This is an optimization exercise on Yosys and OpenROAD, whose aim is small area, a short achievable clock period and few clock cycles, not a production implementation.
At most, simulation tests tie the RTL to the original design; equivalence was not proved.

==> exp/onyx: inputs <==
==> flow/design.v <==
package tsfb_pkg;
  localparam logic [2:0] REG_SRC0_WIDTH  = 3'd0;
  localparam logic [2:0] REG_SRC0_HEIGHT = 3'd1;
  localparam logic [2:0] REG_SRC1_WIDTH  = 3'd2;
  localparam logic [2:0] REG_SRC1_HEIGHT = 3'd3;
  localparam logic [2:0] REG_ALPHA_MODE  = 3'd4;
  localparam int REG_IDX_W  = 3;
  localparam int REG_DATA_W = 13;
  localparam int COORD_W    = 14;
  localparam int CHAN_W     = 8;
  localparam int QUOT_W     = 8;
  localparam int IN_DATA_W  = 120;
  localparam int OUT_DATA_W = 32;
  localparam logic [CHAN_W-1:0] ALPHA_FULL = 8'd255;
  typedef struct packed {
    logic [CHAN_W-1:0]         alpha;
    logic [CHAN_W-1:0]         red;
    logic [CHAN_W-1:0]         green;
    logic [CHAN_W-1:0]         blue;
    logic signed [COORD_W-1:0] y;
    logic signed [COORD_W-1:0] x;
  } sample_t;
  typedef struct packed {
    logic [CHAN_W-1:0] red;
    logic [CHAN_W-1:0] green;
    logic [CHAN_W-1:0] blue;
  } rgb_t;
endpackage
module tsfb_divider #(
  parameter int SH = 0
) (
  input  logic [31:0] r_in,
  input  logic [23:0] d,
  output logic [31:0] r_out,
  output logic        q
);
  logic [24:0] diff;
  assign diff = {1'b0, r_in[SH+23:SH]} - {1'b0, d};
  assign q    = !diff[24];
  if (SH > 0) begin : g_lo
    assign r_out = q ? {r_in[31:SH+24], diff[23:0], r_in[SH-1:0]} : r_in;
  end else begin : g_nolo
    assign r_out = q ? {r_in[31:24], diff[23:0]} : r_in;
  end
endmodule
module tsfb_pipe #(
  parameter int W   = 1,
  parameter bit CUT = 1'b1
) (
  input  logic         clk,
  input  logic         rst,
  input  logic         en,
  input  logic         vi,
  input  logic [W-1:0] di,
  output logic         vo,
  output logic [W-1:0] dq
);
  if (CUT) begin : g_reg
    always_ff @(posedge clk) begin
      if (rst) vo <= 1'b0;
      else if (en) vo <= vi;
    end
    always_ff @(posedge clk) begin
      if (en) dq <= di;
    end
  end else begin : g_wire
    assign vo = vi;
    assign dq = di;
  end
endmodule
module two_source_feather_blend #(
  parameter int MAX_DIM = 4096,
  parameter bit      CUT_A = 1'b1,
  parameter bit      CUT_B = 1'b1,
  parameter bit      CUT_C = 1'b1,
  parameter bit [7:0] CUT_D = 8'b0101_0101,
  parameter bit      CUT_O = 1'b0
) (
  input  logic                              clk,
  input  logic                              rst,
  input  logic                              cfg_wen,
  input  logic [tsfb_pkg::REG_IDX_W-1:0]    cfg_index,
  input  logic [tsfb_pkg::REG_DATA_W-1:0]   cfg_data,
  input  logic                              s_tvalid,
  output logic                              s_tready,
  input  logic [tsfb_pkg::IN_DATA_W-1:0]    s_tdata,
  output logic                              m_tvalid,
  input  logic                              m_tready,
  output logic [tsfb_pkg::OUT_DATA_W-1:0]   m_tdata
);
  logic [12:0] dim [0:3];
  logic        alpha_mode;
  logic [12:0] cfg_clamped;
  assign cfg_clamped = (cfg_data > 13'(MAX_DIM)) ? 13'(MAX_DIM) : cfg_data;
  always_ff @(posedge clk) begin
    if (rst) begin
      dim[0] <= 13'd1024;
      dim[1] <= 13'd1024;
      dim[2] <= 13'd1024;
      dim[3] <= 13'd1024;
      alpha_mode <= 1'b0;
    end else if (cfg_wen) begin
      case (cfg_index)
        3'd0: dim[0] <= cfg_clamped;
        3'd1: dim[1] <= cfg_clamped;
        3'd2: dim[2] <= cfg_clamped;
        3'd3: dim[3] <= cfg_clamped;
        3'd4: alpha_mode <= cfg_data[0];
        default: ;
      endcase
    end
  end
  logic en;
  assign en       = !m_tvalid || m_tready;
  assign s_tready = en;
  logic [55:0] crd;
  assign crd = {s_tdata[87:60], s_tdata[27:0]};
  logic [3:0]  ax_in;
  logic [47:0] fac;
  for (genvar i = 0; i < 4; i++) begin : g_axis
    logic [13:0] c;
    logic [12:0] hi;
    assign c = crd[14*i +: 14];
    assign ax_in[i] = !c[13] && (c[12:0] < dim[i]);
    assign hi       = dim[i] - c[12:0];
    assign fac[12*i +: 12] = (c[12:0] < {1'b0, dim[i][12:1]}) ? 12'(c[11:0] + 12'd1) : hi[11:0];
  end
  logic [1:0]  nz0;
  logic [47:0] m0;
  assign nz0[0] = ax_in[0] && ax_in[1] && (!alpha_mode || s_tdata[59]);
  assign nz0[1] = ax_in[2] && ax_in[3] && (!alpha_mode || s_tdata[119]);
  assign m0 = alpha_mode ? {4{12'd1}} : fac;
  localparam int WA = 2 + 48 + 48;
  logic          v1;
  logic [WA-1:0] pa;
  tsfb_pipe #(.W(WA), .CUT(CUT_A)) u_cut_a (
    .clk(clk), .rst(rst), .en(en), .vi(s_tvalid),
    .di({nz0, m0, s_tdata[111:88], s_tdata[51:28]}), .vo(v1), .dq(pa));
  logic [1:0]  nz1;
  logic [47:0] m1;
  logic [47:0] col1;
  assign {nz1, m1, col1} = pa;
  logic [22:0] wt1_0;
  logic [22:0] wt1_1;
  assign wt1_0 = nz1[0] ? 23'(m1[11:0] * m1[23:12]) : 23'd0;
  assign wt1_1 = nz1[1] ? 23'(m1[35:24] * m1[47:36]) : 23'd0;
  localparam int WB = 1 + 46 + 48;
  logic          v2;
  logic [WB-1:0] pb;
  tsfb_pipe #(.W(WB), .CUT(CUT_B)) u_cut_b (
    .clk(clk), .rst(rst), .en(en), .vi(v1),
    .di({|nz1, wt1_1, wt1_0, col1}), .vo(v2), .dq(pb));
  logic        any2;
  logic [22:0] wt2_0;
  logic [22:0] wt2_1;
  logic [47:0] col2;
  assign {any2, wt2_1, wt2_0, col2} = pb;
  logic [23:0] tot2;
  logic [95:0] num2;
  logic [23:0] lo2;
  assign tot2 = {1'b0, wt2_0} + {1'b0, wt2_1};
  for (genvar c = 0; c < 3; c++) begin : g_chan
    logic [7:0]  a;
    logic [7:0]  b;
    logic [7:0]  d;
    logic        ge;
    logic [22:0] wh;
    assign a  = col2[8*c +: 8];
    assign b  = col2[24 + 8*c +: 8];
    assign ge = b >= a;
    assign lo2[8*c +: 8] = ge ? a : b;
    assign d  = ge ? b - a : a - b;
    assign wh = ge ? wt2_1 : wt2_0;
    assign num2[32*c +: 32] = 32'(wh * d) + 32'(tot2[23:1]);
  end
  localparam int WC = 1 + 24 + 96 + 24;
  logic          v3;
  logic [WC-1:0] pc;
  tsfb_pipe #(.W(WC), .CUT(CUT_C)) u_cut_c (
    .clk(clk), .rst(rst), .en(en), .vi(v2),
    .di({any2, tot2, num2, lo2}), .vo(v3), .dq(pc));
  localparam int WD = 1 + 24 + 96 + 24 + 24;
  logic [8:0]        vd;
  logic [9*WD-1:0]   bd;
  assign vd[0] = v3;
  assign bd[WD-1:0] = {pc[WC-1:24], 24'd0, pc[23:0]};
  for (genvar j = 0; j < 8; j++) begin : g_div
    localparam int K = 7 - j;
    logic        any_j;
    logic [23:0] den_j;
    logic [95:0] rem_j;
    logic [95:0] rem_n;
    logic [23:0] q_j;
    logic [23:0] q_n;
    logic [23:0] lo_j;
    assign {any_j, den_j, rem_j, q_j, lo_j} = bd[WD*j +: WD];
    for (genvar c = 0; c < 3; c++) begin : g_c
      logic qb;
      tsfb_divider #(.SH(K)) u_step (
        .r_in(rem_j[32*c +: 32]), .d(den_j), .r_out(rem_n[32*c +: 32]), .q(qb));
      if (K == 7) begin : g_top
        assign q_n[8*c +: 8] = {qb, q_j[8*c +: 7]};
      end else if (K == 0) begin : g_bot
        assign q_n[8*c +: 8] = {q_j[8*c+1 +: 7], qb};
      end else begin : g_mid
        assign q_n[8*c +: 8] = {q_j[8*c+K+1 +: 7-K], qb, q_j[8*c +: K]};
      end
    end
    tsfb_pipe #(.W(WD), .CUT(CUT_D[K])) u_cut_d (
      .clk(clk), .rst(rst), .en(en), .vi(vd[j]),
      .di({any_j, den_j, rem_n, q_n, lo_j}), .vo(vd[j+1]), .dq(bd[WD*(j+1) +: WD]));
  end
  logic        any8;
  logic [23:0] q8;
  logic [23:0] lo8;
  assign any8 = bd[9*WD-1];
  assign q8   = bd[8*WD+24 +: 24];
  assign lo8  = bd[8*WD +: 24];
  logic [31:0] res;
  assign res = any8 ? {8'hff, 8'(lo8[23:16] + q8[23:16]), 8'(lo8[15:8] + q8[15:8]),
                       8'(lo8[7:0] + q8[7:0])} : 32'd0;
  tsfb_pipe #(.W(32), .CUT(CUT_O)) u_cut_o (
    .clk(clk), .rst(rst), .en(en), .vi(vd[8]),
    .di(res), .vo(m_tvalid), .dq(m_tdata));
endmodule
==> flow/run.sh <==
#!/bin/bash
# synth_recipe.tcl (not shown) runs the flow's synth.tcl, then flattens the netlist and writes it again
# the make line also repeats each setting of config.mk as NAME=value (left out here)
make -C /OpenROAD-flow-scripts/flow DESIGN_CONFIG=/design/flow/config.mk WORK_HOME=/design/flow/orfs CLKGATE_MAP_FILE= SYNTH_SCRIPT=/design/flow/synth_recipe.tcl finish
==> flow/config.mk <==
export PLATFORM = sky130hd
export DESIGN_NAME = two_source_feather_blend
export DESIGN_NICKNAME = two_source_feather_blend
export VERILOG_FILES = /design/flow/design.v
export SDC_FILE = /design/flow/constraint.sdc
export NUM_CORES = 4
export LEC_CHECK = 0
export CAP_MARGIN = 20
export CORE_MARGIN = 2
export CORE_UTILIZATION = 40
export SLEW_MARGIN = 20
==> flow/constraint.sdc <==
create_clock -name core_clock -period 7.5 [get_ports {clk}]
set_input_delay 1.5000 -clock core_clock [delete_from_list [all_inputs] [get_ports {clk}]]
set_output_delay 1.5000 -clock core_clock [all_outputs]
set_load 0.01 [all_outputs]
==> inputs of exp/zinc, as changes to exp/onyx <==
--- a/flow/design.v
+++ b/flow/design.v
@@ -72,9 +72,9 @@
   parameter int MAX_DIM = 4096,
   parameter bit      CUT_A = 1'b1,
   parameter bit      CUT_B = 1'b1,
+  parameter bit      CUT_P = 1'b1,
   parameter bit      CUT_C = 1'b1,
-  parameter bit [7:0] CUT_D = 8'b0101_0101,
-  parameter bit      CUT_O = 1'b0
+  parameter bit [7:0] CUT_D = 8'b1111_1111
 ) (
   input  logic                              clk,
   input  logic                              rst,
@@ -111,7 +111,8 @@
     end
   end
   logic en;
-  assign en       = !m_tvalid || m_tready;
+  logic sv;
+  assign en       = !sv;
   assign s_tready = en;
   logic [55:0] crd;
   assign crd = {s_tdata[87:60], s_tdata[27:0]};
@@ -130,60 +131,81 @@
   assign nz0[0] = ax_in[0] && ax_in[1] && (!alpha_mode || s_tdata[59]);
   assign nz0[1] = ax_in[2] && ax_in[3] && (!alpha_mode || s_tdata[119]);
   assign m0 = alpha_mode ? {4{12'd1}} : fac;
-  localparam int WA = 2 + 48 + 48;
+  logic [50:0] ch0;
+  for (genvar c = 0; c < 3; c++) begin : g_ch0
+    logic [7:0] a;
+    logic [7:0] b;
+    logic       ge;
+    assign a  = s_tdata[28 + 8*c +: 8];
+    assign b  = s_tdata[88 + 8*c +: 8];
+    assign ge = b >= a;
+    assign ch0[17*c +: 17] = {ge, ge ? a : b, ge ? 8'(b - a) : 8'(a - b)};
+  end
+  localparam int WA = 2 + 48 + 51;
   logic          v1;
   logic [WA-1:0] pa;
   tsfb_pipe #(.W(WA), .CUT(CUT_A)) u_cut_a (
     .clk(clk), .rst(rst), .en(en), .vi(s_tvalid),
-    .di({nz0, m0, s_tdata[111:88], s_tdata[51:28]}), .vo(v1), .dq(pa));
+    .di({nz0, m0, ch0}), .vo(v1), .dq(pa));
   logic [1:0]  nz1;
   logic [47:0] m1;
-  logic [47:0] col1;
-  assign {nz1, m1, col1} = pa;
+  logic [50:0] ch1;
+  assign {nz1, m1, ch1} = pa;
   logic [22:0] wt1_0;
   logic [22:0] wt1_1;
   assign wt1_0 = nz1[0] ? 23'(m1[11:0] * m1[23:12]) : 23'd0;
   assign wt1_1 = nz1[1] ? 23'(m1[35:24] * m1[47:36]) : 23'd0;
-  localparam int WB = 1 + 46 + 48;
+  localparam int WB = 1 + 46 + 51;
   logic          v2;
   logic [WB-1:0] pb;
   tsfb_pipe #(.W(WB), .CUT(CUT_B)) u_cut_b (
     .clk(clk), .rst(rst), .en(en), .vi(v1),
-    .di({|nz1, wt1_1, wt1_0, col1}), .vo(v2), .dq(pb));
+    .di({|nz1, wt1_1, wt1_0, ch1}), .vo(v2), .dq(pb));
   logic        any2;
   logic [22:0] wt2_0;
   logic [22:0] wt2_1;
-  logic [47:0] col2;
-  assign {any2, wt2_1, wt2_0, col2} = pb;
+  logic [50:0] ch2;
+  assign {any2, wt2_1, wt2_0, ch2} = pb;
   logic [23:0] tot2;
-  logic [95:0] num2;
+  logic [92:0] prd2;
   logic [23:0] lo2;
   assign tot2 = {1'b0, wt2_0} + {1'b0, wt2_1};
   for (genvar c = 0; c < 3; c++) begin : g_chan
-    logic [7:0]  a;
-    logic [7:0]  b;
+    logic        ge;
     logic [7:0]  d;
-    logic        ge;
     logic [22:0] wh;
-    assign a  = col2[8*c +: 8];
-    assign b  = col2[24 + 8*c +: 8];
-    assign ge = b >= a;
-    assign lo2[8*c +: 8] = ge ? a : b;
-    assign d  = ge ? b - a : a - b;
+    assign {ge, lo2[8*c +: 8], d} = ch2[17*c +: 17];
     assign wh = ge ? wt2_1 : wt2_0;
-    assign num2[32*c +: 32] = 32'(wh * d) + 32'(tot2[23:1]);
+    assign prd2[31*c +: 31] = wh * d;
+  end
+  localparam int WP = 1 + 24 + 93 + 24;
+  logic          v2p;
+  logic [WP-1:0] pp;
+  tsfb_pipe #(.W(WP), .CUT(CUT_P)) u_cut_p (
+    .clk(clk), .rst(rst), .en(en), .vi(v2),
+    .di({any2, tot2, prd2, lo2}), .vo(v2p), .dq(pp));
+  logic        any2p;
+  logic [23:0] tot2p;
+  logic [92:0] prd2p;
+  logic [23:0] lo2p;
+  logic [95:0] num2;
+  assign {any2p, tot2p, prd2p, lo2p} = pp;
+  for (genvar c = 0; c < 3; c++) begin : g_num
+    assign num2[32*c +: 32] = {1'b0, prd2p[31*c +: 31]} + {9'd0, tot2p[23:1]};
   end
   localparam int WC = 1 + 24 + 96 + 24;
   logic          v3;
   logic [WC-1:0] pc;
   tsfb_pipe #(.W(WC), .CUT(CUT_C)) u_cut_c (
-    .clk(clk), .rst(rst), .en(en), .vi(v2),
-    .di({any2, tot2, num2, lo2}), .vo(v3), .dq(pc));
+    .clk(clk), .rst(rst), .en(en), .vi(v2p),
+    .di({any2p, tot2p, num2, lo2p}), .vo(v3), .dq(pc));
   localparam int WD = 1 + 24 + 96 + 24 + 24;
   logic [8:0]        vd;
   logic [9*WD-1:0]   bd;
   assign vd[0] = v3;
   assign bd[WD-1:0] = {pc[WC-1:24], 24'd0, pc[23:0]};
+  logic        last_v;
+  logic [48:0] last_d;
   for (genvar j = 0; j < 8; j++) begin : g_div
     localparam int K = 7 - j;
     logic        any_j;
@@ -206,20 +228,42 @@
         assign q_n[8*c +: 8] = {q_j[8*c+K+1 +: 7-K], qb, q_j[8*c +: K]};
       end
     end
-    tsfb_pipe #(.W(WD), .CUT(CUT_D[K])) u_cut_d (
-      .clk(clk), .rst(rst), .en(en), .vi(vd[j]),
-      .di({any_j, den_j, rem_n, q_n, lo_j}), .vo(vd[j+1]), .dq(bd[WD*(j+1) +: WD]));
+    if (j < 7) begin : g_pipe
+      tsfb_pipe #(.W(WD), .CUT(CUT_D[K])) u_cut_d (
+        .clk(clk), .rst(rst), .en(en), .vi(vd[j]),
+        .di({any_j, den_j, rem_n, q_n, lo_j}), .vo(vd[j+1]), .dq(bd[WD*(j+1) +: WD]));
+    end else begin : g_last
+      assign last_v = vd[j];
+      assign last_d = {any_j, q_n, lo_j};
+    end
+  end
+  logic        ov;
+  logic [48:0] od;
+  logic [48:0] sd;
+  always_ff @(posedge clk) begin
+    if (rst) begin
+      ov <= 1'b0;
+      sv <= 1'b0;
+    end else if (en) begin
+      if (!ov || m_tready) ov <= last_v;
+      else                 sv <= last_v;
+    end else if (m_tready) begin
+      ov <= 1'b1;
+      sv <= 1'b0;
+    end
+  end
+  always_ff @(posedge clk) begin
+    if (en && (!ov || m_tready)) od <= last_d;
+    else if (!en && m_tready)    od <= sd;
+  end
+  always_ff @(posedge clk) begin
+    if (en && ov && !m_tready) sd <= last_d;
   end
   logic        any8;
   logic [23:0] q8;
   logic [23:0] lo8;
-  assign any8 = bd[9*WD-1];
-  assign q8   = bd[8*WD+24 +: 24];
-  assign lo8  = bd[8*WD +: 24];
-  logic [31:0] res;
-  assign res = any8 ? {8'hff, 8'(lo8[23:16] + q8[23:16]), 8'(lo8[15:8] + q8[15:8]),
-                       8'(lo8[7:0] + q8[7:0])} : 32'd0;
-  tsfb_pipe #(.W(32), .CUT(CUT_O)) u_cut_o (
-    .clk(clk), .rst(rst), .en(en), .vi(vd[8]),
-    .di(res), .vo(m_tvalid), .dq(m_tdata));
+  assign {any8, q8, lo8} = od;
+  assign m_tvalid = ov;
+  assign m_tdata  = any8 ? {8'hff, 8'(lo8[23:16] + q8[23:16]), 8'(lo8[15:8] + q8[15:8]),
+                            8'(lo8[7:0] + q8[7:0])} : 32'd0;
 endmodule
--- a/flow/config.mk
+++ b/flow/config.mk
@@ -8,4 +8,5 @@
 export CAP_MARGIN = 20
 export CORE_MARGIN = 2
 export CORE_UTILIZATION = 40
+export SETUP_SLACK_MARGIN = 3.8
 export SLEW_MARGIN = 20
==> inputs of exp/harbor, as changes to exp/onyx <==
--- a/flow/design.v
+++ b/flow/design.v
@@ -72,9 +72,9 @@
   parameter int MAX_DIM = 4096,
   parameter bit      CUT_A = 1'b1,
   parameter bit      CUT_B = 1'b1,
+  parameter bit      CUT_P = 1'b1,
   parameter bit      CUT_C = 1'b1,
-  parameter bit [7:0] CUT_D = 8'b0101_0101,
-  parameter bit      CUT_O = 1'b0
+  parameter bit [7:0] CUT_D = 8'b1111_1111
 ) (
   input  logic                              clk,
   input  logic                              rst,
@@ -111,7 +111,8 @@
     end
   end
   logic en;
-  assign en       = !m_tvalid || m_tready;
+  logic sv;
+  assign en       = !sv;
   assign s_tready = en;
   logic [55:0] crd;
   assign crd = {s_tdata[87:60], s_tdata[27:0]};
@@ -130,60 +131,81 @@
   assign nz0[0] = ax_in[0] && ax_in[1] && (!alpha_mode || s_tdata[59]);
   assign nz0[1] = ax_in[2] && ax_in[3] && (!alpha_mode || s_tdata[119]);
   assign m0 = alpha_mode ? {4{12'd1}} : fac;
-  localparam int WA = 2 + 48 + 48;
+  logic [50:0] ch0;
+  for (genvar c = 0; c < 3; c++) begin : g_ch0
+    logic [7:0] a;
+    logic [7:0] b;
+    logic       ge;
+    assign a  = s_tdata[28 + 8*c +: 8];
+    assign b  = s_tdata[88 + 8*c +: 8];
+    assign ge = b >= a;
+    assign ch0[17*c +: 17] = {ge, ge ? a : b, ge ? 8'(b - a) : 8'(a - b)};
+  end
+  localparam int WA = 2 + 48 + 51;
   logic          v1;
   logic [WA-1:0] pa;
   tsfb_pipe #(.W(WA), .CUT(CUT_A)) u_cut_a (
     .clk(clk), .rst(rst), .en(en), .vi(s_tvalid),
-    .di({nz0, m0, s_tdata[111:88], s_tdata[51:28]}), .vo(v1), .dq(pa));
+    .di({nz0, m0, ch0}), .vo(v1), .dq(pa));
   logic [1:0]  nz1;
   logic [47:0] m1;
-  logic [47:0] col1;
-  assign {nz1, m1, col1} = pa;
+  logic [50:0] ch1;
+  assign {nz1, m1, ch1} = pa;
   logic [22:0] wt1_0;
   logic [22:0] wt1_1;
   assign wt1_0 = nz1[0] ? 23'(m1[11:0] * m1[23:12]) : 23'd0;
   assign wt1_1 = nz1[1] ? 23'(m1[35:24] * m1[47:36]) : 23'd0;
-  localparam int WB = 1 + 46 + 48;
+  localparam int WB = 1 + 46 + 51;
   logic          v2;
   logic [WB-1:0] pb;
   tsfb_pipe #(.W(WB), .CUT(CUT_B)) u_cut_b (
     .clk(clk), .rst(rst), .en(en), .vi(v1),
-    .di({|nz1, wt1_1, wt1_0, col1}), .vo(v2), .dq(pb));
+    .di({|nz1, wt1_1, wt1_0, ch1}), .vo(v2), .dq(pb));
   logic        any2;
   logic [22:0] wt2_0;
   logic [22:0] wt2_1;
-  logic [47:0] col2;
-  assign {any2, wt2_1, wt2_0, col2} = pb;
+  logic [50:0] ch2;
+  assign {any2, wt2_1, wt2_0, ch2} = pb;
   logic [23:0] tot2;
-  logic [95:0] num2;
+  logic [92:0] prd2;
   logic [23:0] lo2;
   assign tot2 = {1'b0, wt2_0} + {1'b0, wt2_1};
   for (genvar c = 0; c < 3; c++) begin : g_chan
-    logic [7:0]  a;
-    logic [7:0]  b;
+    logic        ge;
     logic [7:0]  d;
-    logic        ge;
     logic [22:0] wh;
-    assign a  = col2[8*c +: 8];
-    assign b  = col2[24 + 8*c +: 8];
-    assign ge = b >= a;
-    assign lo2[8*c +: 8] = ge ? a : b;
-    assign d  = ge ? b - a : a - b;
+    assign {ge, lo2[8*c +: 8], d} = ch2[17*c +: 17];
     assign wh = ge ? wt2_1 : wt2_0;
-    assign num2[32*c +: 32] = 32'(wh * d) + 32'(tot2[23:1]);
+    assign prd2[31*c +: 31] = wh * d;
+  end
+  localparam int WP = 1 + 24 + 93 + 24;
+  logic          v2p;
+  logic [WP-1:0] pp;
+  tsfb_pipe #(.W(WP), .CUT(CUT_P)) u_cut_p (
+    .clk(clk), .rst(rst), .en(en), .vi(v2),
+    .di({any2, tot2, prd2, lo2}), .vo(v2p), .dq(pp));
+  logic        any2p;
+  logic [23:0] tot2p;
+  logic [92:0] prd2p;
+  logic [23:0] lo2p;
+  logic [95:0] num2;
+  assign {any2p, tot2p, prd2p, lo2p} = pp;
+  for (genvar c = 0; c < 3; c++) begin : g_num
+    assign num2[32*c +: 32] = {1'b0, prd2p[31*c +: 31]} + {9'd0, tot2p[23:1]};
   end
   localparam int WC = 1 + 24 + 96 + 24;
   logic          v3;
   logic [WC-1:0] pc;
   tsfb_pipe #(.W(WC), .CUT(CUT_C)) u_cut_c (
-    .clk(clk), .rst(rst), .en(en), .vi(v2),
-    .di({any2, tot2, num2, lo2}), .vo(v3), .dq(pc));
+    .clk(clk), .rst(rst), .en(en), .vi(v2p),
+    .di({any2p, tot2p, num2, lo2p}), .vo(v3), .dq(pc));
   localparam int WD = 1 + 24 + 96 + 24 + 24;
   logic [8:0]        vd;
   logic [9*WD-1:0]   bd;
   assign vd[0] = v3;
   assign bd[WD-1:0] = {pc[WC-1:24], 24'd0, pc[23:0]};
+  logic        last_v;
+  logic [48:0] last_d;
   for (genvar j = 0; j < 8; j++) begin : g_div
     localparam int K = 7 - j;
     logic        any_j;
@@ -206,20 +228,42 @@
         assign q_n[8*c +: 8] = {q_j[8*c+K+1 +: 7-K], qb, q_j[8*c +: K]};
       end
     end
-    tsfb_pipe #(.W(WD), .CUT(CUT_D[K])) u_cut_d (
-      .clk(clk), .rst(rst), .en(en), .vi(vd[j]),
-      .di({any_j, den_j, rem_n, q_n, lo_j}), .vo(vd[j+1]), .dq(bd[WD*(j+1) +: WD]));
+    if (j < 7) begin : g_pipe
+      tsfb_pipe #(.W(WD), .CUT(CUT_D[K])) u_cut_d (
+        .clk(clk), .rst(rst), .en(en), .vi(vd[j]),
+        .di({any_j, den_j, rem_n, q_n, lo_j}), .vo(vd[j+1]), .dq(bd[WD*(j+1) +: WD]));
+    end else begin : g_last
+      assign last_v = vd[j];
+      assign last_d = {any_j, q_n, lo_j};
+    end
+  end
+  logic        ov;
+  logic [48:0] od;
+  logic [48:0] sd;
+  always_ff @(posedge clk) begin
+    if (rst) begin
+      ov <= 1'b0;
+      sv <= 1'b0;
+    end else if (en) begin
+      if (!ov || m_tready) ov <= last_v;
+      else                 sv <= last_v;
+    end else if (m_tready) begin
+      ov <= 1'b1;
+      sv <= 1'b0;
+    end
+  end
+  always_ff @(posedge clk) begin
+    if (en && (!ov || m_tready)) od <= last_d;
+    else if (!en && m_tready)    od <= sd;
+  end
+  always_ff @(posedge clk) begin
+    if (en && ov && !m_tready) sd <= last_d;
   end
   logic        any8;
   logic [23:0] q8;
   logic [23:0] lo8;
-  assign any8 = bd[9*WD-1];
-  assign q8   = bd[8*WD+24 +: 24];
-  assign lo8  = bd[8*WD +: 24];
-  logic [31:0] res;
-  assign res = any8 ? {8'hff, 8'(lo8[23:16] + q8[23:16]), 8'(lo8[15:8] + q8[15:8]),
-                       8'(lo8[7:0] + q8[7:0])} : 32'd0;
-  tsfb_pipe #(.W(32), .CUT(CUT_O)) u_cut_o (
-    .clk(clk), .rst(rst), .en(en), .vi(vd[8]),
-    .di(res), .vo(m_tvalid), .dq(m_tdata));
+  assign {any8, q8, lo8} = od;
+  assign m_tvalid = ov;
+  assign m_tdata  = any8 ? {8'hff, 8'(lo8[23:16] + q8[23:16]), 8'(lo8[15:8] + q8[15:8]),
+                            8'(lo8[7:0] + q8[7:0])} : 32'd0;
 endmodule
--- a/flow/config.mk
+++ b/flow/config.mk
@@ -8,4 +8,5 @@
 export CAP_MARGIN = 20
 export CORE_MARGIN = 2
 export CORE_UTILIZATION = 40
+export SETUP_SLACK_MARGIN = 3.0
 export SLEW_MARGIN = 20
==> flow_metrics.tcl <==
set metrics [dict create \
    status "finished clean" \
    worstMarginPinSlew_ns 1.16 \
    flops_and_latches 1641 \
    grt.total_usage 0.202 \
    worst-path-buf-inv 6 \
    skew_ns 0.0931 \
    die_w_um 551 \
    via_count 82600 \
]
Source of the figures above: exp/harbor

==> flow_metrics.tcl <==
set metrics [dict create \
    status "finished clean" \
    skew_ns 0.0930 \
    worst-path-buf-inv 6 \
    via_count 84600 \
    flops_and_latches 1641 \
    grt.total_usage 0.211 \
    die_w_um 551 \
]
Source of the figures above: exp/zinc

==> flow_metrics.tcl <==
set metrics [dict create \
    status "complete, but fails checks" \
    check-failures "setup timing" \
    worst-path-buf-inv 7 \
    setup_ws_ns -0.147 \
    setup_viol 7 \
    flops_and_latches 870 \
    via_count 78500 \
    grt.total_usage 0.234 \
    worstMarginPinSlew_ns 1.18 \
]
Source of the figures above: exp/onyx

Testbench counts of exp/zinc, summed over its fixed seeds: cycles 14,976.
Testbench counts of exp/harbor, summed over its fixed seeds: cycles 14,976.
The RTL of exp/onyx was laid out without a check of its function.

==> re-timing with driven ports <==
The flow's constraints put no driver on any port. The routed layouts listed below were extracted and timed again, unchanged, in two steps.
Step 1 assumes that a clkbuf_16 drives the clock port and a buf_2 every other input.
Step 2 moves the port delays by t, midway between the first and last clock arrival at a register: inputs arrive t later, outputs are due t later. That takes back most of the time a late clock gives input paths.
Slacks: no drivers / after step 1 / after step 2; pairs: no drivers / after step 1.
| run | shift t [ns] | setup WS [ns] | slew at the worst register clock pin (ns) |
|---|---|---|---|
| exp/onyx | 0.843 | -0.147 / -0.147 / -0.147 | 0.07 / 0.07 |
| exp/zinc | 0.932 | 1.866 / 1.866 / 1.866 | 0.07 / 0.07 |
| exp/harbor | 0.929 | 1.863 / 1.863 / 1.863 | 0.07 / 0.07 |
